From an optimization exercise on the open Yosys and OpenROAD flow, aimed at small area, a short achievable clock period and few clock cycles; shortcuts taken in it are not production practice.
At most, simulation tests tie the RTL to the original design; equivalence was not proved.
No functional check of the RTL was part of runs 1 to 4.

### design.v
`default_nettype none
package plpm_pkg;
	localparam int PIX_W      = 8;
	localparam int PT_W       = 16;
	localparam int REG_POINTS = 6;
	localparam int CNT_W      = 3;
	localparam int IDX_W      = 3;
	localparam logic [PIX_W-1:0] START_POS   = 8'd0;
	localparam logic [PIX_W-1:0] START_LEVEL = 8'd1;
	localparam logic [PIX_W-1:0] END_POS     = 8'd255;
	localparam logic [PIX_W-1:0] END_LEVEL   = 8'd254;
	localparam logic [IDX_W-1:0] REG_COUNT      = 3'd0;
	localparam logic [IDX_W-1:0] REG_POINT0     = 3'd1;
	localparam logic [IDX_W-1:0] REG_POINT_LAST = 3'd6;
endpackage
`default_nettype wire
`default_nettype none
import plpm_pkg::*;
module plpm_queue #(
	parameter int DEPTH = 10
) (
	input  logic             clk,
	input  logic             arst_n,
	input  logic             push,
	input  logic [PIX_W-1:0] din,
	input  logic             pop,
	output logic             vld,
	output logic [PIX_W-1:0] dout
);
	logic [DEPTH-1:0]            full_q;    
	logic [DEPTH-1:0][PIX_W-1:0] ent_q;
	assign vld  = full_q[0];
	assign dout = ent_q[0];
	always_ff @(posedge clk or negedge arst_n) begin
		if (!arst_n) begin
			full_q <= '0;
		end else if (push && !pop) begin
			full_q <= {full_q[DEPTH-2:0], 1'b1};
		end else if (pop && !push) begin
			full_q <= {1'b0, full_q[DEPTH-1:1]};
		end
	end
	always_ff @(posedge clk) begin
		for (int i = 0; i < DEPTH; i++) begin
			if (pop) begin
				if (i == DEPTH - 1) begin
					ent_q[i] <= din;
				end else if (push && !full_q[i+1]) begin
					ent_q[i] <= din;
				end else begin
					ent_q[i] <= ent_q[i+1];
				end
			end else if (push && !full_q[i] && (i == 0 || full_q[i-1])) begin
				ent_q[i] <= din;
			end
		end
	end
endmodule
`default_nettype wire
`default_nettype none
import plpm_pkg::*;
module plpm_datapath #(
	parameter int LAT = 6
) (
	input  logic                        clk,
	input  logic                        arst_n,
	input  logic                        in_vld,
	input  logic [PIX_W-1:0]            in_pix,
	input  logic                        pw_we,
	input  logic [IDX_W-1:0]            pw_addr,
	input  logic [PT_W-1:0]             pw_data,
	input  logic [6:1]                  nv,
	input  logic [5:0][PIX_W-1:0]       ppos,
	input  logic [5:0][PIX_W-1:0]       plev,
	output logic                        out_vld,
	output logic [PIX_W-1:0]            out_pix
);
	logic [LAT:1] v_q;
	always_ff @(posedge clk or negedge arst_n) begin
		if (!arst_n) begin
			v_q <= '0;
		end else begin
			v_q <= {v_q[LAT-1:1], in_vld};
		end
	end
	assign out_vld = v_q[LAT];
	logic [6:0] sel1;
	plpm_pick u_pick (.a(in_pix), .pw_we(pw_we), .pw_addr(pw_addr), .pw_data(pw_data),
		.nv(nv), .ppos(ppos), .sel(sel1));
	logic [PIX_W-1:0] a2_q;
	logic [6:0]       sel2_q;
	always_ff @(posedge clk) begin
		a2_q   <= in_pix;
		sel2_q <= sel1;
	end
	logic [PIX_W-1:0] b2, bl2, e2, el2;
	plpm_ends u_ends (.sel(sel2_q), .nv(nv), .ppos(ppos), .plev(plev),
		.b(b2), .bl(bl2), .e(e2), .el(el2));
	logic [PIX_W-1:0] t2, d2, m2, base2;
	plpm_seg u_seg (.a(a2_q), .b(b2), .bl(bl2), .e(e2), .el(el2),
		.t(t2), .d(d2), .m(m2), .base(base2));
	logic [PIX_W-1:0] t3_q, m3_q, d3_q, base3_q;
	always_ff @(posedge clk) begin
		t3_q    <= t2;
		m3_q    <= m2;
		d3_q    <= d2;
		base3_q <= base2;
	end
	logic [2*PIX_W-1:0] ys3, yc3;
	plpm_csa u_csa (.t(t3_q), .m(m3_q), .h(d3_q[PIX_W-1:1]), .s(ys3), .c(yc3));
	logic [2*PIX_W-1:0] ys4_q, yc4_q;
	logic [PIX_W-1:0]   d4_q, base4_q;
	logic [PIX_W+1:0]   dt4_q;
	always_ff @(posedge clk) begin
		ys4_q   <= ys3;
		yc4_q   <= yc3;
		d4_q    <= d3_q;
		dt4_q   <= {2'b0, d3_q} + {1'b0, d3_q, 1'b0};
		base4_q <= base3_q;
	end
	logic [PIX_W-1:0] r_q  [6:8];
	logic [PIX_W-1:0] w_q  [6:8];
	logic [PIX_W-1:0] dv_q [6:8];
	logic [PIX_W+1:0] dt_q [6:8];
	logic [PIX_W-1:0] bs_q [6:8];
	logic [PIX_W-1:0] r_in  [6:7];
	logic [PIX_W-1:0] w_in  [6:7];
	logic [PIX_W-1:0] dv_in [6:7];
	logic [PIX_W+1:0] dt_in [6:7];
	logic [PIX_W-1:0] bs_in [6:7];
	always_comb begin
		for (int s = 6; s <= 7; s++) begin
			r_in[s]  = r_q[s];
			w_in[s]  = w_q[s];
			dv_in[s] = dv_q[s];
			dt_in[s] = dt_q[s];
			bs_in[s] = bs_q[s];
		end
	end
	begin : g_div0
		logic [PIX_W-1:0] rn;
		logic [1:0]       q;
		logic [6:0]       lo;
		assign lo = {1'b0, ys4_q[5:0]} + {1'b0, yc4_q[5:0]};
		plpm_div4cs u_d (.zs(ys4_q[15:6]), .zc(yc4_q[15:6]), .cin(lo[6]), .d(d4_q), .d3(dt4_q),
			.q(q), .rn(rn));
		always_ff @(posedge clk) begin
			r_q[6]  <= rn;
			w_q[6]  <= {lo[5:0], q};
			dv_q[6] <= d4_q;
			dt_q[6] <= dt4_q;
			bs_q[6] <= base4_q;
		end
	end
	for (genvar s = 6; s <= 7; s++) begin : g_div
		logic [PIX_W-1:0] rn;
		logic [1:0]       q;
		plpm_div4 u_d (.r(r_in[s]), .bits(w_in[s][7:6]), .d(dv_in[s]), .d3(dt_in[s]), .q(q), .rn(rn));
		always_ff @(posedge clk) begin
			r_q[s+1]  <= rn;
			w_q[s+1]  <= {w_in[s][5:0], q};
			dv_q[s+1] <= dv_in[s];
			dt_q[s+1] <= dt_in[s];
			bs_q[s+1] <= bs_in[s];
		end
	end
	logic [PIX_W-1:0] hi8;
	logic [1:0]       q8;
	logic [PIX_W-1:0] sum8 [4];
	plpm_div4q u_dq (.r(r_q[8]), .bits(w_q[8][7:6]), .d(dv_q[8]), .d3(dt_q[8]), .q(q8));
	always_comb begin
		hi8 = bs_q[8] + {w_q[8][5:0], 2'b00};
		for (int k = 0; k < 4; k++) sum8[k] = hi8 + PIX_W'(k);
	end
	assign out_pix = sum8[q8];
endmodule
module plpm_pick (
	input  logic [PIX_W-1:0]            a,
	input  logic                        pw_we,
	input  logic [IDX_W-1:0]            pw_addr,
	input  logic [PT_W-1:0]             pw_data,
	input  logic [6:1]                  nv,
	input  logic [5:0][PIX_W-1:0]       ppos,
	output logic [6:0]                  sel
);
	logic [5:0] ge, le;
	logic       ge_w, le_w;
	logic [6:1] nve;
	logic [6:0] cond;
	always_comb begin
		ge_w = (a >= pw_data[PT_W-1:PIX_W]);
		le_w = (a <= pw_data[PT_W-1:PIX_W]);
		for (int i = 0; i < 6; i++) begin
			if (pw_we && pw_addr == IDX_W'(i + 1)) begin
				ge[i] = ge_w;
				le[i] = le_w;
			end else begin
				ge[i] = (a >= ppos[i]);
				le[i] = (a <= ppos[i]);
			end
		end
		for (int j = 1; j <= 6; j++) begin
			nve[j] = (pw_we && pw_addr == REG_COUNT) ? (pw_data[CNT_W-1:0] >= CNT_W'(j)) : nv[j];
		end
		cond[0] = !nve[1] || le[0];
		for (int k = 1; k < 6; k++) cond[k] = nve[k] && ge[k-1] && (!nve[k+1] || le[k]);
		cond[6] = nve[6] && ge[5];
		for (int k = 0; k <= 6; k++) begin
			sel[k] = cond[k];
			for (int k2 = k + 1; k2 <= 6; k2++) sel[k] = sel[k] && !cond[k2];
		end
	end
endmodule
module plpm_ends (
	input  logic [6:0]                  sel,
	input  logic [6:1]                  nv,
	input  logic [5:0][PIX_W-1:0]       ppos,
	input  logic [5:0][PIX_W-1:0]       plev,
	output logic [PIX_W-1:0]            b,
	output logic [PIX_W-1:0]            bl,
	output logic [PIX_W-1:0]            e,
	output logic [PIX_W-1:0]            el
);
	logic sel_end;
	always_comb begin
		sel_end = sel[6];
		for (int k = 0; k < 6; k++) sel_end = sel_end || (sel[k] && !nv[k+1]);
		b  = '0;
		bl = {7'd0, sel[0]};
		e  = {PIX_W{sel_end}};
		el = {{(PIX_W-1){sel_end}}, 1'b0};
		for (int k = 1; k <= 6; k++) begin
			b  = b  | (ppos[k-1] & {PIX_W{sel[k]}});
			bl = bl | (plev[k-1] & {PIX_W{sel[k]}});
		end
		for (int k = 0; k < 6; k++) begin
			e  = e  | (ppos[k] & {PIX_W{sel[k] && nv[k+1]}});
			el = el | (plev[k] & {PIX_W{sel[k] && nv[k+1]}});
		end
	end
endmodule
module plpm_seg (
	input  logic [PIX_W-1:0] a,
	input  logic [PIX_W-1:0] b,
	input  logic [PIX_W-1:0] bl,
	input  logic [PIX_W-1:0] e,
	input  logic [PIX_W-1:0] el,
	output logic [PIX_W-1:0] t,
	output logic [PIX_W-1:0] d,
	output logic [PIX_W-1:0] m,
	output logic [PIX_W-1:0] base
);
	logic zero, neg;
	logic [PIX_W:0] dl;
	always_comb begin
		zero = (e == b);
		d    = (e - b) | {7'd0, zero};
		dl   = {1'b0, el} - {1'b0, bl};
		neg  = dl[PIX_W];
		m    = neg ? bl - el : dl[PIX_W-1:0];
		t    = neg ? e - a : a - b;
		base = (neg || zero) ? el : bl;
	end
endmodule
module plpm_csa (
	input  logic [PIX_W-1:0]   t,
	input  logic [PIX_W-1:0]   m,
	input  logic [PIX_W-2:0]   h,
	output logic [2*PIX_W-1:0] s,
	output logic [2*PIX_W-1:0] c
);
	localparam int W = 2 * PIX_W;
	logic [W-1:0] l0 [9];
	logic [W-1:0] l1 [6];
	logic [W-1:0] l2 [4];
	logic [W-1:0] l3 [3];
	function automatic logic [2*W-1:0] csa(input logic [W-1:0] x, input logic [W-1:0] y,
		input logic [W-1:0] z);
		logic [W-1:0] sum, cy;
		sum = x ^ y ^ z;
		cy  = ((x & y) | (x & z) | (y & z)) << 1;
		csa = {cy, sum};
	endfunction
	always_comb begin
		for (int j = 0; j < PIX_W; j++) l0[j] = W'(t & {PIX_W{m[j]}}) << j;
		l0[8] = W'(h);
		for (int g = 0; g < 3; g++) {l1[2*g+1], l1[2*g]} = csa(l0[3*g], l0[3*g+1], l0[3*g+2]);
		for (int g = 0; g < 2; g++) {l2[2*g+1], l2[2*g]} = csa(l1[3*g], l1[3*g+1], l1[3*g+2]);
		{l3[1], l3[0]} = csa(l2[0], l2[1], l2[2]);
		l3[2] = l2[3];
		{c, s} = csa(l3[0], l3[1], l3[2]);
	end
endmodule
module plpm_div4 (
	input  logic [PIX_W-1:0] r,
	input  logic [1:0]       bits,
	input  logic [PIX_W-1:0] d,
	input  logic [PIX_W+1:0] d3,
	output logic [1:0]       q,
	output logic [PIX_W-1:0] rn
);
	logic [PIX_W+1:0] z;
	logic [PIX_W+2:0] z1, z2, z3;
	always_comb begin
		z  = {r, bits};
		z1 = {1'b0, z} - {3'b0, d};
		z2 = {1'b0, z} - {2'b0, d, 1'b0};
		z3 = {1'b0, z} - {1'b0, d3};
		if (!z3[PIX_W+2]) begin
			q = 2'd3; rn = z3[PIX_W-1:0];
		end else if (!z2[PIX_W+2]) begin
			q = 2'd2; rn = z2[PIX_W-1:0];
		end else if (!z1[PIX_W+2]) begin
			q = 2'd1; rn = z1[PIX_W-1:0];
		end else begin
			q = 2'd0; rn = z[PIX_W-1:0];
		end
	end
endmodule
module plpm_div4q (
	input  logic [PIX_W-1:0] r,
	input  logic [1:0]       bits,
	input  logic [PIX_W-1:0] d,
	input  logic [PIX_W+1:0] d3,
	output logic [1:0]       q
);
	logic [PIX_W+1:0] z;
	logic             ge1, ge2, ge3;
	always_comb begin
		z   = {r, bits};
		ge1 = (z >= {2'b0, d});
		ge2 = (z >= {1'b0, d, 1'b0});
		ge3 = (z >= d3);
		q   = ge3 ? 2'd3 : ge2 ? 2'd2 : ge1 ? 2'd1 : 2'd0;
	end
endmodule
module plpm_div4cs (
	input  logic [PIX_W+1:0] zs,
	input  logic [PIX_W+1:0] zc,
	input  logic             cin,
	input  logic [PIX_W-1:0] d,
	input  logic [PIX_W+1:0] d3,
	output logic [1:0]       q,
	output logic [PIX_W-1:0] rn
);
	localparam int W = PIX_W + 4;
	logic [W-1:0] z0, z1, z2, z3;
	function automatic logic [W-1:0] sub3(input logic [W-1:0] a, input logic [W-1:0] b,
		input logic c0, input logic [W-1:0] k);
		logic [W-1:0] x, sm, cy;
		x  = ~k;
		sm = a ^ b ^ x;
		cy = {((a & b) | (a & x) | (b & x)), c0};
		sub3 = sm + cy[W-1:0] + W'(1);
	endfunction
	always_comb begin
		z0 = W'(zs) + W'(zc) + W'(cin);
		z1 = sub3(W'(zs), W'(zc), cin, W'(d));
		z2 = sub3(W'(zs), W'(zc), cin, W'({d, 1'b0}));
		z3 = sub3(W'(zs), W'(zc), cin, W'(d3));
		if (!z3[W-1]) begin
			q = 2'd3; rn = z3[PIX_W-1:0];
		end else if (!z2[W-1]) begin
			q = 2'd2; rn = z2[PIX_W-1:0];
		end else if (!z1[W-1]) begin
			q = 2'd1; rn = z1[PIX_W-1:0];
		end else begin
			q = 2'd0; rn = z0[PIX_W-1:0];
		end
	end
endmodule
`default_nettype wire
`default_nettype none
import plpm_pkg::*;
module piecewise_linear_pixel_map_top (
	input  logic             clk,
	input  logic             arst_n,
	input  logic             s_tvalid,
	output logic             s_tready,
	input  logic [7:0]       s_tdata,     
	output logic             m_tvalid,
	input  logic             m_tready,
	output logic [7:0]       m_tdata,     
	input  logic             cfg_we,
	input  logic [IDX_W-1:0] cfg_addr,
	input  logic [PT_W-1:0]  cfg_wdata
);
	localparam int LAT   = 6;             
	localparam int QD    = LAT + 2;       
	localparam int CR_W  = $clog2(QD + 1);
	logic             pw_we;
	logic [IDX_W-1:0] pw_addr;
	logic [PT_W-1:0]  pw_data;
	logic [6:1]       nv_q;               
	logic [5:0][PIX_W-1:0] ppos_q, plev_q;
	logic [PT_W-1:0]  cfg_d;
	always_ff @(posedge clk or negedge arst_n) begin
		if (!arst_n) begin
			pw_we <= 1'b0;
		end else begin
			pw_we <= cfg_we;
		end
	end
	always_ff @(posedge clk) begin
		pw_addr <= cfg_addr;
		pw_data <= cfg_wdata;
	end
	assign cfg_d = pw_data & {PT_W{arst_n}};
	always_ff @(posedge clk) begin
		if (!arst_n || (pw_we && pw_addr == REG_COUNT)) begin
			for (int j = 1; j <= 6; j++) nv_q[j] <= (cfg_d[CNT_W-1:0] >= CNT_W'(j));
		end
		for (int i = 0; i < 6; i++) begin
			if (!arst_n || (pw_we && pw_addr == IDX_W'(i + 1))) begin
				ppos_q[i] <= cfg_d[PT_W-1:PIX_W];
				plev_q[i] <= cfg_d[PIX_W-1:0];
			end
		end
	end
	logic              acc, pop, push;
	logic [PIX_W-1:0]  res;
	logic [CR_W-1:0]   cr_q, cr_d;
	logic              rdy_q;
	assign acc      = s_tvalid && rdy_q;
	assign s_tready = rdy_q;
	assign pop      = m_tvalid && m_tready;
	assign cr_d     = cr_q + CR_W'(acc) - CR_W'(pop);
	always_ff @(posedge clk or negedge arst_n) begin
		if (!arst_n) begin
			cr_q  <= '0;
			rdy_q <= 1'b0;
		end else begin
			cr_q  <= cr_d;
			rdy_q <= (cr_d < CR_W'(QD));
		end
	end
	plpm_datapath #(.LAT(LAT)) u_dp (
		.clk    (clk),
		.arst_n (arst_n),
		.in_vld (acc),
		.in_pix (s_tdata),
		.pw_we  (pw_we),
		.pw_addr(pw_addr),
		.pw_data(pw_data),
		.nv     (nv_q),
		.ppos   (ppos_q),
		.plev   (plev_q),
		.out_vld(push),
		.out_pix(res)
	);
	plpm_queue #(.DEPTH(QD)) u_q (
		.clk    (clk),
		.arst_n (arst_n),
		.push   (push),
		.din    (res),
		.pop    (pop),
		.vld    (m_tvalid),
		.dout   (m_tdata)
	);
endmodule
`default_nettype wire
### run.sh
#!/bin/bash
# synth_recipe.tcl (not shown) runs the flow's synth.tcl, then flattens the netlist and writes it again
# the make line also repeats each setting of config.mk as NAME=value (left out here)
make -C /OpenROAD-flow-scripts/flow DESIGN_CONFIG=/design/flow/config.mk WORK_HOME=/design/flow/orfs CLKGATE_MAP_FILE= SYNTH_SCRIPT=/design/flow/synth_recipe.tcl finish
### config.mk
export PLATFORM = sky130hd
export DESIGN_NAME = piecewise_linear_pixel_map_top
export DESIGN_NICKNAME = piecewise_linear_pixel_map_top
export VERILOG_FILES = /design/flow/design.v
export SDC_FILE = /design/flow/constraint.sdc
export NUM_CORES = 4
export LEC_CHECK = 0
export CAP_MARGIN = 20
export CORE_MARGIN = 2
export CORE_UTILIZATION = 55
export CTS_CLUSTER_DIAMETER = 100
export CTS_CLUSTER_SIZE = 20
export SETUP_SLACK_MARGIN = 4.9
export SLEW_MARGIN = 20
### constraint.sdc
create_clock -name core_clock -period 8.5 [get_ports {clk}]
set_input_delay 1.7000 -clock core_clock [delete_from_list [all_inputs] [get_ports {clk}]]
set_output_delay 1.7000 -clock core_clock [all_outputs]
set_load 0.01 [all_outputs]
==> results of run 1 <==
-- synth_stat cells (all sizes together), types with 8 or more instances --
cell type,n,share of area [%]
nor3,23,0.52
a21o,36,1.1
nor2b,41,1.1
or3,15,0.39
o31ai,11,0.48
nand4,30,0.78
o21a,18,0.56
xor2,24,0.90
a21boi,8,0.25
dfrtp,20,2.1
nor2,90,1.4
clkbuf,34,0.53
nand2b,18,0.47
a21oi,97,2.1
xnor2,58,2.2
and2,92,2.4
a221oi,8,0.29
ha,258,13
o21bai,13,0.42
a211oi,12,0.37
nand3,34,0.71
dfxtp,244,20
o21ai,104,2.2
inv,303,4.7
mux2i,31,1.3
o211ai,19,0.61
nand2,117,1.8
buf,21,0.59
fa,87,7.2
mux2,46,2.1
a22oi,91,2.8
edfxtp,166,21
-- logic make-up after synthesis --
logic type	count (synthesis)	share of synthesized area [%]
compound gates	470	13.4
xor+xnor	82	3.10
fa+ha+maj	345	20.6
buf+inv	358	5.84
flops	430	43.0
mux	77	3.43
simple gates	490	10.6
-- metrics by stage --
| stage | std cells | area (um^2) |
|---|---|---|
| floorplan | 2252 | 24100 |
| global placement | 2828 | 25000 |
| detailed placement | 2828 | 25000 |
| CTS | 2876 | 26000 |
| global route | 2900 | 26300 |
| finish | 2900 | 26300 |
-- routing by layer --
| layer | wire [um] | part of all wire (%) |
|---|---|---|
| met5 | 0 | 0 |
| met4 | 922 | 1.6 |
| met3 | 2940 | 5.2 |
| met2 | 26100 | 46 |
| met1 | 26800 | 47 |
-- registers in the layout, summed over array words and instances (netlist names), 9 cells and up --
name / cells
ppos_q: 48
u_dp.dv_q: 24
u_q.ent_q: 64
u_dp.yc4_q: 14
u_dp.ys4_q: 16
u_dp.dt4_q: 9
pw_data: 16
u_dp.w_q: 24
u_dp.bs_q: 24
u_dp.dt_q: 27
u_dp.r_q: 24
plev_q: 48
-- cell type report --
class                           instances  area (um^2)  area share (%)
Sequential cell                       430        10400            39.4
Clock buffer                           36          667            2.53
Inverter                              303         1150            4.35
Clock inverter                          3         58.8           0.223
Multi-Input combinational cell       1465        12700            48.1
Timing Repair Buffer                   78          677            2.57
Tap cell                              585          732            2.78
-- timing repair --
action	CTS	global route
setup buffers	8	24
resized for setup	50	56
pin swaps	4	19
gates cloned	1	0
setup endpoints to repair	49	47
-- worst paths after layout --
check | start | end | slack (ns) | depth (start not counted)
setup / recovery | nv_q[5] | u_dp.m3_q[7] | 4.89 | 14
hold / removal | u_dp.base3_q[7] | u_dp.base4_q[7] | 0.30 | 0
setup reg to reg | nv_q[5] | u_dp.m3_q[7] | 4.89 | 14
hold reg to reg | u_dp.base3_q[7] | u_dp.base4_q[7] | 0.30 | 0
max in group asynchronous | arst_n | u_dp.v_q[2] | 6.95 | 2
min in group asynchronous | arst_n | u_dp.v_q[5] | 1.17 | 2
==> flow_metrics.env, run 1 <==
export IMPL_wl_per_cell_um=19.5
export IMPL_cts_tree="yes"
export IMPL_vias=16539
export IMPL_setup_tns_ns=0
export IMPL_maxSlewHeadroom_pct=30.2
export IMPL_grt_pass1_wl_um=89800
export IMPL_drc=0
export IMPL_worstPathRequired_ns=8.99
export IMPL_die_x_um=213
export IMPL_worst_pin_slew_ns=1.05
export IMPL_synth_flop_cell="dfxtp_1"
export IMPL_track_usage_pct=25.2
export IMPL_core_area_um2=43200
export IMPL_async_flop_share_pct=4.65
export IMPL_gr_total_overflow=0
export IMPL_antenna_found_initial=1
export IMPL_fillers=3656
export IMPL_dieArea_um2=45500
export IMPL_syn_to_final_growth_pct=9.20
export IMPL_cp_num_buf_inv=2
export IMPL_final_nets=2680
export IMPL_slew_violations=0
export IMPL_hold_slack_ns=0.302
export IMPL_layout_common_cells="inv_1 (294), ha_1 (254), dfxtp_1 (238)"
export IMPL_hold_viol_final=0
export IMPL_avgViaCountPerCell=5.70
export IMPL_period_minus_slack_ns=3.61
export IMPL_gp_congestion=0.896
export IMPL_grt_max_degree=46
export IMPL_start_kind="flip-flop"
export IMPL_crit_type="reg2reg"
export IMPL_avgSynthCellArea_um2=10.7
export IMPL_drive_gt1_share_pct=9.24
export IMPL_cts_htree_levels=1
export IMPL_cts_sinks=430
export IMPL_cts_path_max_buffers=3
export IMPL_setup_violations_final=0
export IMPL_synth_edf_count=166
export IMPL_cts_made_buffers=25
export IMPL_cp_end_kind="flip-flop"
export IMPL_drt_wl_total_um=56700
export IMPL_grt_pass1_vias=16490
export IMPL_io_pins=42
export IMPL_rsz0062_at_grt="true"
export IMPL_io_buffers=41
export IMPL_period_share_pct=42.4
export IMPL_syn_inst=2252
export IMPL_final_common_cell="inv_1"
export IMPL_worstSkewPairLatency_ns=0.59
export IMPL_post_place_ws_ns=3.83
export IMPL_grt_util_met3_pct=2.43
export IMPL_start_util_pct=55.9
export IMPL_grt_util_met1_pct=37.1
export IMPL_slowest_stage="fa_1"
export IMPL_antenna_cells=0
export IMPL_hold_path_class="reg2reg"
export IMPL_path_clk_slew_ns=0.09
export IMPL_drtAntennaViolNets=0
export IMPL_max_stage_delay_ns=0.50
export IMPL_crit_chain="inv_1 > a222oi_1 > and3_4 > nand4_1 > fa_1 > a21oi_2 > o2111ai_2 > and2_4 > buf_4 > nor4_2 > o21ai_1 > o311ai_2 > a31oi_1 > xnor2_1"
export IMPL_drt_pass1_iterations=7
export IMPL_final_core_util_pct=61.0
export IMPL_grt_busiest_layer="met2"
export IMPL_synth_fp_nets=2629
export IMPL_postCtsHoldBufs=0
export IMPL_cap_violations=0
export IMPL_rows=76
export IMPL_synth_area_um2=24100
export IMPL_use_met2_pct=40.9
export IMPL_fin_ws_ns=4.89
export IMPL_ys_seq_area_share_pct=43.0
export IMPL_crit_family="compound AO/OA/AOI/OAI gates"
export IMPL_critPathMaxFanout=13
export IMPL_drtIter0Drc=1207
export IMPL_skew_ns=0.0296
export IMPL_fmaxAchievable_mhz=277
export IMPL_yosysUniqueCellTypes=94
export IMPL_outcome="finished clean"
export IMPL_hpwl_um=42800
export IMPL_cts_root_buf="clkbuf_16"
export IMPL_cp_arrival_ns=4.09
export IMPL_yosys_warnings=37
export IMPL_die_h_um=213
export IMPL_synth_seq_cells=430
==> run 2: changes to the inputs <==
--- a/config.mk
+++ b/config.mk
@@ -7,8 +7,9 @@
 export LEC_CHECK = 0
 export CAP_MARGIN = 20
 export CORE_MARGIN = 2
-export CORE_UTILIZATION = 55
+export CORE_UTILIZATION = 50
 export CTS_CLUSTER_DIAMETER = 100
 export CTS_CLUSTER_SIZE = 20
-export SETUP_SLACK_MARGIN = 4.9
+export PLACE_DENSITY = 0.7
+export SETUP_SLACK_MARGIN = 4.8
 export SLEW_MARGIN = 20
==> run 2 against run 1 <==
  * First-iteration DRC count is 22% lower
  * Clock skew is 0.0086 ns higher
  * Register-to-register slack worse by 0.09 ns
  * Worst hold slack worse by 0.0015 ns
  * Sequential share of layout area hardly changed
  * Critical endpoint unchanged
==> flow_metrics.env, run 2 <==
export IMPL_ys_seq_area_share_pct=43.0
export IMPL_grt_pass1_vias=16618
export IMPL_maxSlewHeadroom_pct=22.3
export IMPL_io_pins=42
export IMPL_io_buffers=41
export IMPL_period_minus_slack_ns=3.69
export IMPL_gp_congestion=0.920
export IMPL_cts_tree="yes"
export IMPL_multiInputGateArea_um2=12600
export IMPL_ff_latch_area_um2=10400
export IMPL_grt_pass1_wl_um=87200
export IMPL_gr_total_overflow=0
export IMPL_synth_flop_cell="dfxtp_1"
export IMPL_final_nets=2681
export IMPL_wl_per_cell_um=18.9
export IMPL_rows=80
export IMPL_die_x_um=224
export IMPL_cts_sinks=430
export IMPL_synth_seq_cells=430
export IMPL_synth_area_um2=24100
export IMPL_antenna_cells=0
export IMPL_start_util_pct=50.6
export IMPL_drt_pass1_iterations=8
export IMPL_cp_arrival_ns=4.15
export IMPL_synth_top_area_share_pct=20.7
export IMPL_die_h_um=224
export IMPL_postCtsHoldBufs=0
export IMPL_layout_common_cells="inv_1 (300), ha_1 (252), dfxtp_1 (243)"
export IMPL_cts_path_max_buffers=3
export IMPL_post_place_ws_ns=3.70
export IMPL_drive_gt1_share_pct=8.41
export IMPL_synth_top_cell_by_area="edfxtp_1"
export IMPL_fin_ws_ns=4.81
export IMPL_use_met2_pct=37.7
export IMPL_synth_edf_count=166
export IMPL_syn_to_final_growth_pct=9.07
export IMPL_cts_root_buf="clkbuf_16"
export IMPL_final_core_util_pct=55.2
export IMPL_dp_cells=2860
export IMPL_final_common_cell="inv_1"
export IMPL_cts_htree_levels=1
export IMPL_path_clk_slew_ns=0.08
export IMPL_fillers=4076
export IMPL_start_kind="flip-flop"
export IMPL_grt_max_degree=46
export IMPL_syn_inst=2252
export IMPL_slew_violations=0
export IMPL_drtAntennaViolNets=0
export IMPL_setup_violations_final=0
export IMPL_grt_util_met3_pct=2.18
export IMPL_worst_pin_slew_ns=1.16
export IMPL_worstPathRequired_ns=8.95
export IMPL_ys_top_cells_by_count="inv_1 (301), ha_1 (258), dfxtp_1 (244)"
export IMPL_skew_ns=0.0382
export IMPL_yosys_warnings=37
export IMPL_yosysUniqueCellTypes=94
export IMPL_drtIter0Drc=943
export IMPL_cts_made_buffers=25
export IMPL_drc=0
export IMPL_setup_tns_ns=0
export IMPL_grt_busiest_layer="met2"
export IMPL_hpwl_um=41700
export IMPL_avgViaCountPerCell=5.68
export IMPL_largest_reg_flops=64
export IMPL_crit_type="reg2reg"
export IMPL_track_usage_pct=21.7
export IMPL_yosysMostFrequentCell="inv_1"
export IMPL_core_area_um2=47600
export IMPL_antenna_found_initial=0
export IMPL_grt_util_met1_pct=28.3
export IMPL_hold_viol_final=0
export IMPL_avgSynthCellArea_um2=10.7
export IMPL_largest_register="u_q.ent_q"
export IMPL_async_flop_share_pct=4.65
export IMPL_period_share_pct=43.5
export IMPL_top_regs="u_q.ent_q (64), plev_q (48), ppos_q (48)"
export IMPL_stdcell_count=2933
export IMPL_worstSkewPairLatency_ns=0.59
export IMPL_synth_area_leaders="edfxtp_1 (21%), dfxtp_1 (20%), ha_1 (13%)"
export IMPL_vias=16669
export IMPL_drt_wl_total_um=55300
export IMPL_hold_path_class="reg2reg"
export IMPL_rsz0062_at_grt="true"
export IMPL_dieArea_um2=50000
export IMPL_outcome="finished clean"
export IMPL_cap_violations=0
export IMPL_cp_end_kind="flip-flop"
export IMPL_synth_fp_nets=2629
export IMPL_critPathMaxFanout=18
export IMPL_fmaxAchievable_mhz=271
## run 2: cell counts after synthesis
No cell type changed its count.
## run 2: kinds of logic after synthesis
| logic type | count (synthesis) | share of synthesized area [%] |
|---|---|---|
| buffers and inverters | 358 | 5.84 |
| flip-flops | 430 | 43.0 |
| AO/OA/AOI/OAI | 470 | 13.4 |
| adder cells (fa/ha/maj) | 345 | 20.6 |
| XOR/XNOR | 82 | 3.10 |
| multiplexers | 77 | 3.43 |
| AND/OR/NAND/NOR | 490 | 10.6 |
## run 2: repair_timing
item | in CTS | in global routing
cloned | 0 | 1
pin swaps | 3 | 14
endpoints found under the setup margin | 36 | 46
gates resized for setup | 33 | 41
setup buffers | 8 | 23
## run 2: worst paths after layout
| kind | slack, ns | depth (start not counted) | end | startpoint |
|---|---|---|---|---|
| max in group asynchronous | 6.97 | 2 | pw_we | arst_n |
| hold / removal | 0.30 | 0 | u_dp.bs_q[7][6] | u_dp.bs_q[6][6] |
| setup / recovery | 4.81 | 16 | u_dp.m3_q[7] | u_dp.sel2_q[1] |
| setup reg to reg | 4.81 | 16 | u_dp.m3_q[7] | u_dp.sel2_q[1] |
| min in group asynchronous | 1.16 | 2 | u_dp.v_q[5] | arst_n |
| hold reg to reg | 0.30 | 0 | u_dp.bs_q[7][6] | u_dp.bs_q[6][6] |
## run 2: through the flow
step           area, um^2  hold slack (ns)
2_1_floorplan       24100            0.310
3_3_place_gp        25100            0.310
3_5_place_dp        25100            0.312
4_1_cts             26000            0.302
5_1_grt             26300            0.303
6_report            26300            0.301
## run 2: final cells by class
class                      count  area share [%]
clock buffer                  38            2.64
timing repair buffer          79            2.74
multi-input combinational   1465            47.8
clock inverter                 3           0.114
inverter                     303            4.32
tap                          615            2.93
sequential                   430            39.4
## run 2: critical path: stages (launching register included)
cell	delay [ns]
dfxtp_2	0.49
and2_4	0.30
a22oi_1	0.16
nand2_1	0.12
a221oi_4	0.26
ha_1	0.20
inv_1	0.07
fa_2	0.39
a21oi_4	0.22
o2111ai_2	0.15
buf_4	0.18
nand2_4	0.10
mux2i_4	0.25
a21oi_4	0.09
o311ai_4	0.29
a31oi_1	0.14
xnor2_1	0.14
## run 2: routing by layer
metal | wire, um | vias to the layer above
met5 | 0 | -
met4 | 1750 | 0
met3 | 2720 | 103
met2 | 27100 | 514
met1 | 23800 | 8105
li1 | - | 7947
==> run 3: changes to the inputs <==
--- a/config.mk
+++ b/config.mk
@@ -7,9 +7,8 @@
 export LEC_CHECK = 0
 export CAP_MARGIN = 20
 export CORE_MARGIN = 2
-export CORE_UTILIZATION = 50
-export CTS_CLUSTER_DIAMETER = 100
-export CTS_CLUSTER_SIZE = 20
-export PLACE_DENSITY = 0.7
+export CORE_UTILIZATION = 60
+export CTS_CLUSTER_DIAMETER = 90
+export CTS_CLUSTER_SIZE = 24
 export SETUP_SLACK_MARGIN = 4.8
 export SLEW_MARGIN = 20
==> run 3 against run 2 <==
  * Still clean
  * Via count down 1.1%
  * Utilization up 11 points
  * Routed wire length down 0.21%
  * Synthesized area unchanged
  * Sequential cell count unchanged
  * Cell count down 3.3%
  * Fmax up 0.51%
==> flow_metrics.env, run 3 <==
export IMPL_drc=0
export IMPL_avgSynthCellArea_um2=10.7
export IMPL_synth_area_leaders="edfxtp_1 (21%), dfxtp_1 (20%), ha_1 (13%)"
export IMPL_final_nets=2673
export IMPL_synth_flop_cell="dfxtp_1"
export IMPL_setup_violations_final=0
export IMPL_period_minus_slack_ns=3.67
export IMPL_cp_num_buf_inv=2
export IMPL_synth_edf_count=166
export IMPL_start_kind="primary input"
export IMPL_top_regs="u_q.ent_q (64), plev_q (48), ppos_q (48)"
export IMPL_hold_viol_final=0
export IMPL_die_x_um=204
export IMPL_synth_xor_area_share_pct=3.10
export IMPL_period_share_pct=43.2
export IMPL_hold_path_class="reg2reg"
export IMPL_worstPathRequired_ns=8.99
export IMPL_largest_register="u_q.ent_q"
export IMPL_antenna_found_initial=0
export IMPL_final_core_util_pct=65.9
export IMPL_cts_sinks=430
export IMPL_crit_chain="clkdlybuf4s50_1 > clkinvlp_4 > ha_2 > nor2b_1 > o211ai_1 > a21o_1 > a211o_1 > o2111a_2 > nor2_2 > o211ai_1 > nor4_1"
export IMPL_largest_reg_flops=64
export IMPL_ys_top_cells_by_count="inv_1 (301), ha_1 (258), dfxtp_1 (244)"
export IMPL_avgViaCountPerCell=5.81
export IMPL_layout_common_cells="inv_1 (300), ha_1 (252), dfxtp_1 (237)"
export IMPL_critPathMaxFanout=6
export IMPL_drt_wl_total_um=55200
export IMPL_drtIter0Drc=1242
export IMPL_cts_root_buf="clkbuf_16"
export IMPL_dpl_cell_area_um2=24900
export IMPL_worst_pin_slew_ns=0.980
export IMPL_maxSlewHeadroom_pct=34.5
export IMPL_cts_path_max_buffers=3
export IMPL_core_area_um2=39700
export IMPL_skew_ns=0.0238
export IMPL_rows=73
export IMPL_grt_pass1_wl_um=86800
export IMPL_synth_area_um2=24100
export IMPL_synth_compound_area_share_pct=13.4
export IMPL_dp_cells=2764
export IMPL_final_common_cell="inv_1"
export IMPL_crit_family="compound AO/OA/AOI/OAI gates"
export IMPL_synthMuxAreaShare_pct=3.43
export IMPL_cap_violations=0
export IMPL_io_buffers=41
export IMPL_syn_inst=2252
export IMPL_grt_pass1_vias=16430
export IMPL_slew_violations=0
export IMPL_yosysUniqueCellTypes=94
export IMPL_antenna_cells=0
export IMPL_yosys_warnings=37
export IMPL_dieArea_um2=41800
export IMPL_yosys_area_share_simple_pct=10.6
export IMPL_hpwl_um=42100
export IMPL_synth_fp_nets=2629
export IMPL_fin_area_um2=26200
export IMPL_outcome="finished clean"
export IMPL_cts_tree="yes"
export IMPL_cp_arrival_ns=4.17
export IMPL_grt_max_degree=46
export IMPL_worstSkewPairLatency_ns=0.59
export IMPL_io_pins=42
export IMPL_fmaxAchievable_mhz=272
export IMPL_die_h_um=204
export IMPL_wl_per_cell_um=19.5
export IMPL_gp_congestion=0.917
export IMPL_setup_tns_ns=0
export IMPL_cts_htree_levels=1
export IMPL_cp_end_kind="flip-flop"
export IMPL_synth_top_area_share_pct=20.7
export IMPL_max_stage_delay_ns=0.52
export IMPL_slowest_stage="clkdlybuf4s50_1"
export IMPL_hold_slack_ns=0.321
export IMPL_track_usage_pct=26.4
export IMPL_ys_seq_area_share_pct=43.0
export IMPL_synth_top_cell_by_area="edfxtp_1"
export IMPL_stdcell_count=2835
export IMPL_gr_total_overflow=0
export IMPL_synth_top_family_by_area="adder cells"
export IMPL_r2r_setup_slack_ns=4.96
export IMPL_path_clk_slew_ns=0.10
export IMPL_drive_gt1_share_pct=8.61
export IMPL_drt_pass1_iterations=6
export IMPL_drtAntennaViolNets=0
export IMPL_synth_seq_cells=430
export IMPL_vias=16483
export IMPL_yosysMostFrequentCell="inv_1"
export IMPL_syn_to_final_growth_pct=8.50
export IMPL_rsz0062_at_grt="true"
export IMPL_post_place_ws_ns=3.48
export IMPL_synth_fa_ha_area_share_pct=20.6
export IMPL_cpMostUsedCell="o211ai_1"
export IMPL_start_util_pct=60.7
export IMPL_fin_ws_ns=4.83
export IMPL_async_flop_share_pct=4.65
export IMPL_postCtsHoldBufs=0
export IMPL_cts_made_buffers=23
export IMPL_crit_type="in2reg"
[run 3: changes by cell type in the layout (fill, tap and decap cells not counted), sizes merged]
cell	previous run	this run
clkbuf	39	32
dlymetal6s2s	5	3
clkinvlp	0	2
clkdlybuf4s15	0	1
and2	93	92
inv	304	306
dlygate4sd2	1	3
buf	39	34
[run 3: repair_timing]
action / CTS / global route
pin swaps: 4 / 9
buffers inserted: 11 / 21
endpoints found under the setup margin: 49 / 34
resized for setup: 44 / 45
[run 3: worst paths after layout]
path | from | to | cells after the start
worst min-delay path | u_dp.bs_q[6][4] | u_dp.bs_q[7][4] | 0
worst min register to register | u_dp.bs_q[6][4] | u_dp.bs_q[7][4] | 0
worst max-delay path | s_tdata[0] | u_dp.sel2_q[0] | 11
worst max register to register | u_dp.sel2_q[4] | u_dp.m3_q[7] | 15
max in group asynchronous | arst_n | cr_q[0] | 2
min in group asynchronous | arst_n | pw_we | 2
[run 3: layer usage]
layer / vias up / routed length [um] / GRT usage (%)
met5: - / 0 / 0
met4: 0 / 1690 / 8.13
met3: 117 / 3290 / 3.32
met2: 499 / 25200 / 42.8
met1: 7942 / 25000 / 37.2
li1: 7925 / - / -
[run 3: area by class of cell]
type	instances	area [um^2]
Sequential cell	430	10400
Tap cell	525	657
Clock buffer	32	609
Fill cell	3140	13600
Inverter	303	1140
Clock inverter	7	81.3
Timing Repair Buffer	74	671
Multi-Input combinational cell	1464	12600
[run 3: worst reg2reg max path: stages, from the launching register on]
cell and delay [ns]:
dfxtp_4 0.45, a222oi_1 0.44, and3_4 0.31, buf_4 0.19, nand4_1 0.18, inv_1 0.14, ha_1 0.31, nor3_2 0.18
nor2_1 0.10, and2_4 0.16, buf_4 0.15, nor4_2 0.24, o21ai_0 0.16, o311ai_2 0.12, a31oi_1 0.15, xnor2_1 0.14
[run 3: logic make-up (layout without fill, tap and decap cells)]
group,count (synthesis),count (layout)
compound gates,470,470
xor+xnor,82,82
fa+ha+maj,345,345
buf+inv,358,416
flops,430,430
mux,77,77
simple gates,490,490
==> run 4: changes to the inputs <==
--- a/design.v
+++ b/design.v
@@ -27,31 +27,46 @@
 	output logic             vld,
 	output logic [PIX_W-1:0] dout
 );
-	logic [DEPTH-1:0]            full_q;    
-	logic [DEPTH-1:0][PIX_W-1:0] ent_q;
-	assign vld  = full_q[0];
-	assign dout = ent_q[0];
+	localparam int RN = DEPTH - 1;
+	localparam int PW = $clog2(RN);
+	logic [PIX_W-1:0] ring_q [RN];
+	logic [PW-1:0]    wp_q, rp_q;
+	logic [PW:0]      cnt_q;
+	logic             hv_q;
+	logic [PIX_W-1:0] hd_q;
+	logic             ring_empty, head_free, ring_wr, ring_rd;
+	assign vld        = hv_q;
+	assign dout       = hd_q;
+	assign ring_empty = (cnt_q == '0);
+	assign head_free  = !hv_q || pop;
+	assign ring_rd    = head_free && !ring_empty;
+	assign ring_wr    = push && !(head_free && ring_empty);
 	always_ff @(posedge clk or negedge arst_n) begin
 		if (!arst_n) begin
-			full_q <= '0;
-		end else if (push && !pop) begin
-			full_q <= {full_q[DEPTH-2:0], 1'b1};
-		end else if (pop && !push) begin
-			full_q <= {1'b0, full_q[DEPTH-1:1]};
+			hv_q  <= 1'b0;
+			wp_q  <= '0;
+			rp_q  <= '0;
+			cnt_q <= '0;
+		end else begin
+			if (head_free) begin
+				hv_q <= !ring_empty || push;
+			end
+			if (ring_wr) begin
+				wp_q <= (wp_q == PW'(RN - 1)) ? '0 : wp_q + 1'b1;
+			end
+			if (ring_rd) begin
+				rp_q <= (rp_q == PW'(RN - 1)) ? '0 : rp_q + 1'b1;
+			end
+			cnt_q <= cnt_q + (PW+1)'(ring_wr) - (PW+1)'(ring_rd);
 		end
 	end
 	always_ff @(posedge clk) begin
-		for (int i = 0; i < DEPTH; i++) begin
-			if (pop) begin
-				if (i == DEPTH - 1) begin
-					ent_q[i] <= din;
-				end else if (push && !full_q[i+1]) begin
-					ent_q[i] <= din;
-				end else begin
-					ent_q[i] <= ent_q[i+1];
-				end
-			end else if (push && !full_q[i] && (i == 0 || full_q[i-1])) begin
-				ent_q[i] <= din;
+		if (head_free) begin
+			hd_q <= ring_empty ? din : ring_q[rp_q];
+		end
+		for (int i = 0; i < RN; i++) begin
+			if (ring_wr && wp_q == PW'(i)) begin
+				ring_q[i] <= din;
 			end
 		end
 	end
--- a/config.mk
+++ b/config.mk
@@ -7,8 +7,8 @@
 export LEC_CHECK = 0
 export CAP_MARGIN = 20
 export CORE_MARGIN = 2
-export CORE_UTILIZATION = 60
-export CTS_CLUSTER_DIAMETER = 90
-export CTS_CLUSTER_SIZE = 24
-export SETUP_SLACK_MARGIN = 4.8
+export CORE_UTILIZATION = 55
+export CTS_CLUSTER_DIAMETER = 100
+export CTS_CLUSTER_SIZE = 20
+export SETUP_SLACK_MARGIN = 4.9
 export SLEW_MARGIN = 20
==> run 4 against run 3 <==
  * Still clean
  * Fmax fell by 7.6%
  * Routed wire length rose by 1.0%
  * Register-to-register slack got worse by 0.44 ns
  * Clock skew rose by 0.0076 ns
  * Critical path type is now reg2reg
==> flow_metrics.env, run 4 <==
export IMPL_largest_reg_flops=56
export IMPL_period_minus_slack_ns=3.98
export IMPL_synth_area_leaders="edfxtp_1 (21%), dfxtp_1 (21%), ha_1 (14%)"
export IMPL_start_kind="flip-flop"
export IMPL_crit_cells=15
export IMPL_max_stage_delay_ns=0.44
export IMPL_cts_root_buf="clkbuf_16"
export IMPL_cp_end_kind="flip-flop"
export IMPL_setup_violations_final=0
export IMPL_min_path_cells=0
export IMPL_yosysMostFrequentCell="inv_1"
export IMPL_synth_seq_cells=433
export IMPL_skew_ns=0.0314
export IMPL_track_usage_pct=24.8
export IMPL_final_common_cell="inv_1"
export IMPL_avgViaCountPerCell=5.65
export IMPL_hpwl_um=42000
export IMPL_ys_seq_area_share_pct=43.9
export IMPL_cts_sinks=433
export IMPL_synth_edf_count=166
export IMPL_cts_htree_levels=1
export IMPL_multiInputGateArea_um2=12400
export IMPL_drive_gt1_share_pct=7.86
export IMPL_worstPathRequired_ns=8.94
export IMPL_cp_arrival_ns=4.42
export IMPL_grt_util_met3_pct=2.89
export IMPL_layout_common_cells="inv_1 (298), ha_1 (256), dfxtp_1 (239)"
export IMPL_synth_fp_nets=2599
export IMPL_use_met2_pct=39.8
export IMPL_slew_violations=0
export IMPL_rows=76
export IMPL_synth_flop_cell="dfxtp_1"
export IMPL_cts_path_max_buffers=3
export IMPL_worst_pin_slew_ns=1.09
export IMPL_crit_type="reg2reg"
export IMPL_hold_path_class="reg2reg"
export IMPL_start_util_pct=55.4
export IMPL_grt_busiest_layer="met2"
export IMPL_top_regs="u_q.ring_q (56), plev_q (48), ppos_q (48)"
export IMPL_yosys_warnings=37
export IMPL_syn_inst=2215
export IMPL_ff_latch_area_um2=10500
export IMPL_cap_violations=0
export IMPL_rsz0062_at_grt="true"
export IMPL_hold_viol_final=0
export IMPL_antenna_found_initial=1
export IMPL_wl_per_cell_um=19.3
export IMPL_die_x_um=212
export IMPL_cts_tree="yes"
export IMPL_grt_max_degree=49
export IMPL_vias=16324
export IMPL_worstReg2RegEnd="u_dp.m3_q[7]"
export IMPL_synth_top_area_share_pct=21.0
export IMPL_crit_family="compound AO/OA/AOI/OAI gates"
export IMPL_io_buffers=41
export IMPL_synth_top_cell_by_area="edfxtp_1"
export IMPL_rr_startpoint="nv_q[4]"
export IMPL_hold_path_startpoint="u_dp.bs_q[6][7]"
export IMPL_slowest_stage="edfxtp_1"
export IMPL_die_h_um=212
export IMPL_gp_congestion=0.942
export IMPL_fillers=3550
export IMPL_cts_made_buffers=25
export IMPL_async_flop_share_pct=5.31
export IMPL_drc=0
export IMPL_critPathMaxFanout=3
export IMPL_grt_util_met1_pct=35.7
export IMPL_path_clk_slew_ns=0.08
export IMPL_crit_chain="and2_4 > a22o_1 > a221o_1 > a221oi_4 > ha_2 > inv_2 > fa_2 > a21oi_2 > o211ai_1 > o41ai_4 > mux2_4 > a31oi_4 > o211ai_1 > a31oi_1 > xnor2_1"
export IMPL_setup_tns_ns=0
export IMPL_io_pins=42
export IMPL_ys_top_cells_by_count="inv_1 (305), ha_1 (264), dfxtp_1 (244)"
export IMPL_period_share_pct=46.8
export IMPL_drtIter0Drc=1234
export IMPL_largest_register="u_q.ring_q"
export IMPL_syn_to_final_growth_pct=10.6
export IMPL_postCtsHoldBufs=0
export IMPL_outcome="finished clean"
export IMPL_grt_pass1_wl_um=86600
export IMPL_fmaxAchievable_mhz=251
export IMPL_drt_pass1_iterations=5
export IMPL_maxSlewHeadroom_pct=27.2
export IMPL_grt_pass1_vias=16002
export IMPL_r2r_setup_slack_ns=4.52
export IMPL_cp_num_buf_inv=1
export IMPL_avgSynthCellArea_um2=10.7
export IMPL_cpMostUsedCell="o211ai_1"
export IMPL_synth_area_um2=23800
export IMPL_antenna_cells=0
export IMPL_yosysUniqueCellTypes=74
export IMPL_drt_wl_total_um=55800
export IMPL_dieArea_um2=44900
export IMPL_r2r_cells=15
export IMPL_gr_total_overflow=0
export IMPL_core_area_um2=42900
export IMPL_drtAntennaViolNets=0
export IMPL_holdPathEnd="u_dp.bs_q[7][7]"
export IMPL_final_nets=2673
export IMPL_worstSkewPairLatency_ns=0.58
run 4: cell types whose count changed after synthesis, moves of 8 or more:
cell,before,now
nand2_1,117,67
mux2_2,43,8
o21ai_0,97,67
a21oi_1,96,125
o21ai_1,3,18
a22oi_1,91,79
nand3_1,34,22
a21o_1,34,42
o221ai_1,1,9
run 4: logic make-up (layout without fill, tap and decap cells):
family                   after synthesis  after routing  synth area share, %
AO/OA/AOI/OAI                        485            485                 13.6
XOR/XNOR                              90             90                 3.31
adder cells (fa/ha/maj)              352            352                 21.3
buffers and inverters                354            441                 5.67
flip-flops                           433            433                 43.9
multiplexers                          45             45                 1.97
AND/OR/NAND/NOR                      456            456                 10.2
run 4: worst max path at each step:
stage                           from              to  slack [ns]
after floorplan              nv_q[4]    u_dp.m3_q[7]        4.79
after global placement    s_tdata[1]  u_dp.sel2_q[2]        3.85
after detailed placement  s_tdata[1]  u_dp.sel2_q[1]        3.79
after CTS                    nv_q[4]    u_dp.m3_q[7]        4.76
after global routing         nv_q[4]    u_dp.m3_q[7]        4.37
final                        nv_q[4]    u_dp.m3_q[7]        4.52
run 4: worst reg2reg max path, stage by stage, from the launching register on:
cell,delay [ns]
edfxtp_1,0.44
and2_4,0.17
a22o_1,0.20
a221o_1,0.29
a221oi_4,0.23
ha_2,0.23
inv_2,0.05
fa_2,0.39
a21oi_2,0.19
o211ai_1,0.17
o41ai_4,0.44
mux2_4,0.35
a31oi_4,0.16
o211ai_1,0.14
a31oi_1,0.27
xnor2_1,0.11
run 4: stage by stage:
stage          util, %  hold slack, ns  instance area (um^2)  setup slack, ns  std cells
2_1_floorplan        -           0.310                 23800             4.79       2215
3_3_place_gp      57.9           0.311                 24800             3.85       2805
3_5_place_dp      57.9           0.312                 24800             3.79       2806
4_1_cts           60.2           0.315                 25800             4.76       2863
5_1_grt           61.3           0.330                 26300             4.37       2887
6_report          61.3           0.318                 26300             4.52       2887
run 4: repair_timing:
action / in CTS / in global routing
buffers inserted: 17 / 23
gates cloned: 0 / 1
resized for setup: 47 / 60
endpoints found under the hold margin: 0 / 0
setup endpoints to repair: 34 / 78
pin swaps: 15 / 26
run 4: final cells by class:
type	instances	area share (%)
Clock buffer	37	2.55
Clock inverter	3	0.167
Inverter	307	4.40
Multi-Input combinational cell	1428	47.0
Sequential cell	433	39.8
Tap cell	585	2.78
Timing Repair Buffer	94	3.32
run 4: layer usage:
layer  vias up  routed length [um]
met2       454               25500
li1       7874                   -
met4         0                1370
met5         -                   0
met3       106                2960
met1      7890               26000
==> run 5: changes to the inputs <==
--- a/design.v
+++ b/design.v
@@ -123,12 +123,14 @@
 	end
 	logic [2*PIX_W-1:0] ys3, yc3;
 	plpm_csa u_csa (.t(t3_q), .m(m3_q), .h(d3_q[PIX_W-1:1]), .s(ys3), .c(yc3));
-	logic [2*PIX_W-1:0] ys4_q, yc4_q;
+	logic [2*PIX_W-1:0] ys4_q, yc4_q;    
+	logic [6:0]         lo4_q;           
 	logic [PIX_W-1:0]   d4_q, base4_q;
 	logic [PIX_W+1:0]   dt4_q;
 	always_ff @(posedge clk) begin
 		ys4_q   <= ys3;
 		yc4_q   <= yc3;
+		lo4_q   <= {1'b0, ys3[5:0]} + {1'b0, yc3[5:0]};
 		d4_q    <= d3_q;
 		dt4_q   <= {2'b0, d3_q} + {1'b0, d3_q, 1'b0};
 		base4_q <= base3_q;
@@ -156,7 +158,7 @@
 		logic [PIX_W-1:0] rn;
 		logic [1:0]       q;
 		logic [6:0]       lo;
-		assign lo = {1'b0, ys4_q[5:0]} + {1'b0, yc4_q[5:0]};
+		assign lo = lo4_q;
 		plpm_div4cs u_d (.zs(ys4_q[15:6]), .zc(yc4_q[15:6]), .cin(lo[6]), .d(d4_q), .d3(dt4_q),
 			.q(q), .rn(rn));
 		always_ff @(posedge clk) begin
==> run 5 against run 4 <==
  * Non-clock buffer count decreased by 15
  * Worst setup slack improved by 0.33 ns
  * Highest routed layer unchanged
  * Routed wire length increased by 1.8%
  * Register-to-register slack improved by 0.33 ns
  * Clock-buffer cell count unchanged
  * Clock skew decreased by 0.0072 ns
==> flow_metrics.env, run 5 <==
export IMPL_vias=16526
export IMPL_gp_congestion=0.899
export IMPL_cpMostUsedCell="inv_1"
export IMPL_wl_per_cell_um=19.7
export IMPL_top_regs="u_q.ring_q (56), plev_q (48), ppos_q (48)"
export IMPL_cp_num_buf_inv=3
export IMPL_track_usage_pct=25.3
export IMPL_fillers=3620
export IMPL_largest_reg_flops=56
export IMPL_slowest_stage="dfxtp_1"
export IMPL_yosysMostFrequentCell="inv_1"
export IMPL_skew_ns=0.0242
export IMPL_dieArea_um2=45000
export IMPL_worstPathRequired_ns=8.97
export IMPL_synth_seq_cells=430
export IMPL_r2r_cells=15
export IMPL_io_pins=42
export IMPL_fmaxAchievable_mhz=274
export IMPL_hold_slack_ns=0.323
export IMPL_path_clk_slew_ns=0.09
export IMPL_die_h_um=212
export IMPL_drc=0
export IMPL_critPathMaxFanout=17
export IMPL_avgViaCountPerCell=5.73
export IMPL_yosys_warnings=37
export IMPL_setup_tns_ns=0
export IMPL_outcome="finished clean"
export IMPL_ys_seq_area_share_pct=43.5
export IMPL_crit_family="compound AO/OA/AOI/OAI gates"
export IMPL_avgSynthCellArea_um2=10.7
export IMPL_cap_violations=0
export IMPL_maxSlewHeadroom_pct=27.1
export IMPL_hold_viol_final=0
export IMPL_syn_to_final_growth_pct=9.24
export IMPL_hpwl_um=43100
export IMPL_period_share_pct=42.9
export IMPL_synth_top_cell_by_area="edfxtp_1"
export IMPL_antenna_found_initial=0
export IMPL_final_common_cell="inv_1"
export IMPL_worstSkewPairLatency_ns=0.59
export IMPL_drt_pass1_iterations=7
export IMPL_core_area_um2=43000
export IMPL_crit_type="reg2reg"
export IMPL_die_x_um=212
export IMPL_synth_fp_nets=2616
export IMPL_ys_top_cells_by_count="inv_1 (307), ha_1 (264), dfxtp_1 (241)"
export IMPL_synth_edf_count=166
export IMPL_layout_common_cells="inv_1 (306), ha_1 (260), dfxtp_1 (233)"
export IMPL_io_buffers=41
export IMPL_cts_sinks=430
export IMPL_antenna_cells=0
export IMPL_stdcell_count=2886
export IMPL_cts_root_buf="clkbuf_16"
export IMPL_gr_total_overflow=0
export IMPL_crit_chain="a222oi_1 > and3_1 > inv_1 > ha_1 > inv_1 > fa_2 > a21oi_2 > o2111ai_2 > and2_4 > buf_4 > nor4_1 > o21ai_1 > o311ai_2 > a31oi_1 > xnor2_1"
export IMPL_drtIter0Drc=1288
export IMPL_synth_top_area_share_pct=20.9
export IMPL_rsz0062_at_grt="true"
export IMPL_synth_area_um2=23800
export IMPL_cp_end_kind="flip-flop"
export IMPL_drive_gt1_share_pct=6.69
export IMPL_start_kind="flip-flop"
export IMPL_setup_violations_final=0
export IMPL_cts_tree="yes"
export IMPL_grt_pass1_wl_um=88500
export IMPL_min_path_cells=0
export IMPL_drtAntennaViolNets=0
export IMPL_max_stage_delay_ns=0.90
export IMPL_worst_pin_slew_ns=1.09
export IMPL_hold_path_class="reg2reg"
export IMPL_dp_cells=2818
export IMPL_crit_cells=15
export IMPL_grt_max_degree=49
export IMPL_cp_arrival_ns=4.11
export IMPL_cts_made_buffers=25
export IMPL_r2r_setup_slack_ns=4.86
export IMPL_grt_pass1_vias=16236
export IMPL_yosysUniqueCellTypes=74
export IMPL_largest_register="u_q.ring_q"
export IMPL_syn_inst=2232
export IMPL_drt_wl_total_um=56800
export IMPL_async_flop_share_pct=5.35
export IMPL_period_minus_slack_ns=3.64
export IMPL_cts_path_max_buffers=3
export IMPL_synth_flop_cell="dfxtp_1"
export IMPL_start_util_pct=55.5
export IMPL_slew_violations=0
export IMPL_final_nets=2672
export IMPL_cts_htree_levels=1
export IMPL_rows=76
export IMPL_synth_area_leaders="edfxtp_1 (21%), dfxtp_1 (20%), ha_1 (14%)"
-- run 5: cell count changes after synthesis, sizes merged, moves of 5 or more --
| cell | before | now |
|---|---|---|
| nand2 | 67 | 87 |
| nand3 | 22 | 34 |
| a22oi | 79 | 89 |
| nor2 | 97 | 87 |
| nand2b | 25 | 16 |
| a221oi | 15 | 23 |
| o21ai | 86 | 78 |
| o221ai | 9 | 2 |
| o21a | 18 | 24 |
| and2 | 92 | 87 |
-- run 5: stage by stage --
| step | setup slack [ns] | utilization (%) | instance area (um^2) |
|---|---|---|---|
| 2_1_floorplan | 4.93 | - | 23900 |
| 3_3_place_gp | 3.95 | 57.8 | 24900 |
| 3_5_place_dp | 3.81 | 57.8 | 24900 |
| 4_1_cts | 4.73 | 59.8 | 25700 |
| 5_1_grt | 4.67 | 60.6 | 26100 |
| 6_report | 4.86 | 60.6 | 26100 |
-- run 5: kinds of logic (layout without fill, tap and decap cells) --
family                     after synthesis  count (layout)  synth area share (%)
AOI/OAI and AO/OA                      500             500                  14.2
xor gates and xnor gates                85              85                  3.12
buffers and inverters                  357             426                  5.67
DFF                                    430             430                  43.5
and+or+nand+nor                        464             464                  10.3
muxes                                   44              44                  1.94
adders and majority gates              352             352                  21.2
-- run 5: layout make-up --
cell class | instances | area (um^2) | share of cell area [%]
Multi-Input combinational cell | 1445 | 12400 | 47.5
Sequential cell | 430 | 10400 | 39.9
Inverter | 307 | 1150 | 4.43
Tap cell | 585 | 732 | 2.81
Timing Repair Buffer | 79 | 689 | 2.65
Clock buffer | 37 | 671 | 2.57
Clock inverter | 3 | 33.8 | 0.130
-- run 5: final timing paths --
kind	from	to
max	u_dp.sel2_q[6]	u_dp.m3_q[7]
min	u_dp.bs_q[6][5]	u_dp.bs_q[7][5]
max reg2reg	u_dp.sel2_q[6]	u_dp.m3_q[7]
min reg2reg	u_dp.bs_q[6][5]	u_dp.bs_q[7][5]
max in group asynchronous	arst_n	pw_we
min in group asynchronous	arst_n	u_q.cnt_q[1]
-- run 5: routing by layer --
metal  up-vias  routed length, um  part of all wire [%]  global-route usage [%]
met2       477              25000                    44                    39.8
li1       7941                  -                     -                       -
met5         -                  0                     0                       0
met1      8006              26900                    47                    36.9
met4         0               1500                   2.6                    6.70
met3       102               3340                   5.9                    3.57
-- run 5: repair_timing --
| action | CTS | global route |
|---|---|---|
| setup endpoints to repair | 74 | 55 |
| resized for setup | 39 | 54 |
| pin swaps | 2 | 17 |
| hold buffers | 0 | 0 |
| setup buffers | 7 | 21 |
Testbench counts of run 5, summed over its fixed seeds: cycles 131,352.

afterwards: timing with drivers on the ports:
How much do the figures lean on ideal ports? The routed layouts below were timed once more, with nothing changed but the port constraints.
Step 1: set_driving_cell puts a clkbuf_16 on clk and a buf_2 on each other input, an assumption about the parent block.
Step 2, shift: input delay + t, output delay - t, t = (earliest + latest rising clock arrival at the registers) / 2. This alone moves slack from input paths to output paths.
Slacks: no drivers / after step 1 / after step 2; pairs: no drivers / after step 1.
run | t (ns) | slack for setup (ns) | worst setup path after step 2 | latest minus earliest clock arrival (ns) | worst register clock-pin slew, ns
run 1 | 0.637 | 4.894 / 4.894 / 4.466 | input to register | 0.034 / 0.034 | 0.09 / 0.09
run 2 | 0.634 | 4.807 / 4.807 / 4.325 | input to register | 0.038 / 0.038 | 0.09 / 0.09
run 3 | 0.635 | 4.825 / 4.861 / 4.226 | input to register | 0.025 / 0.024 | 0.10 / 0.10
run 4 | 0.627 | 4.523 / 4.523 / 4.433 | input to register | 0.035 / 0.035 | 0.09 / 0.09
run 5 | 0.629 | 4.856 / 4.856 / 4.440 | input to register | 0.025 / 0.025 | 0.09 / 0.09
After both steps setup and hold are still met in every run listed. The setup slack of run 3, which loses most, moves by +0.036 ns with the drivers and by -0.599 ns with both steps.
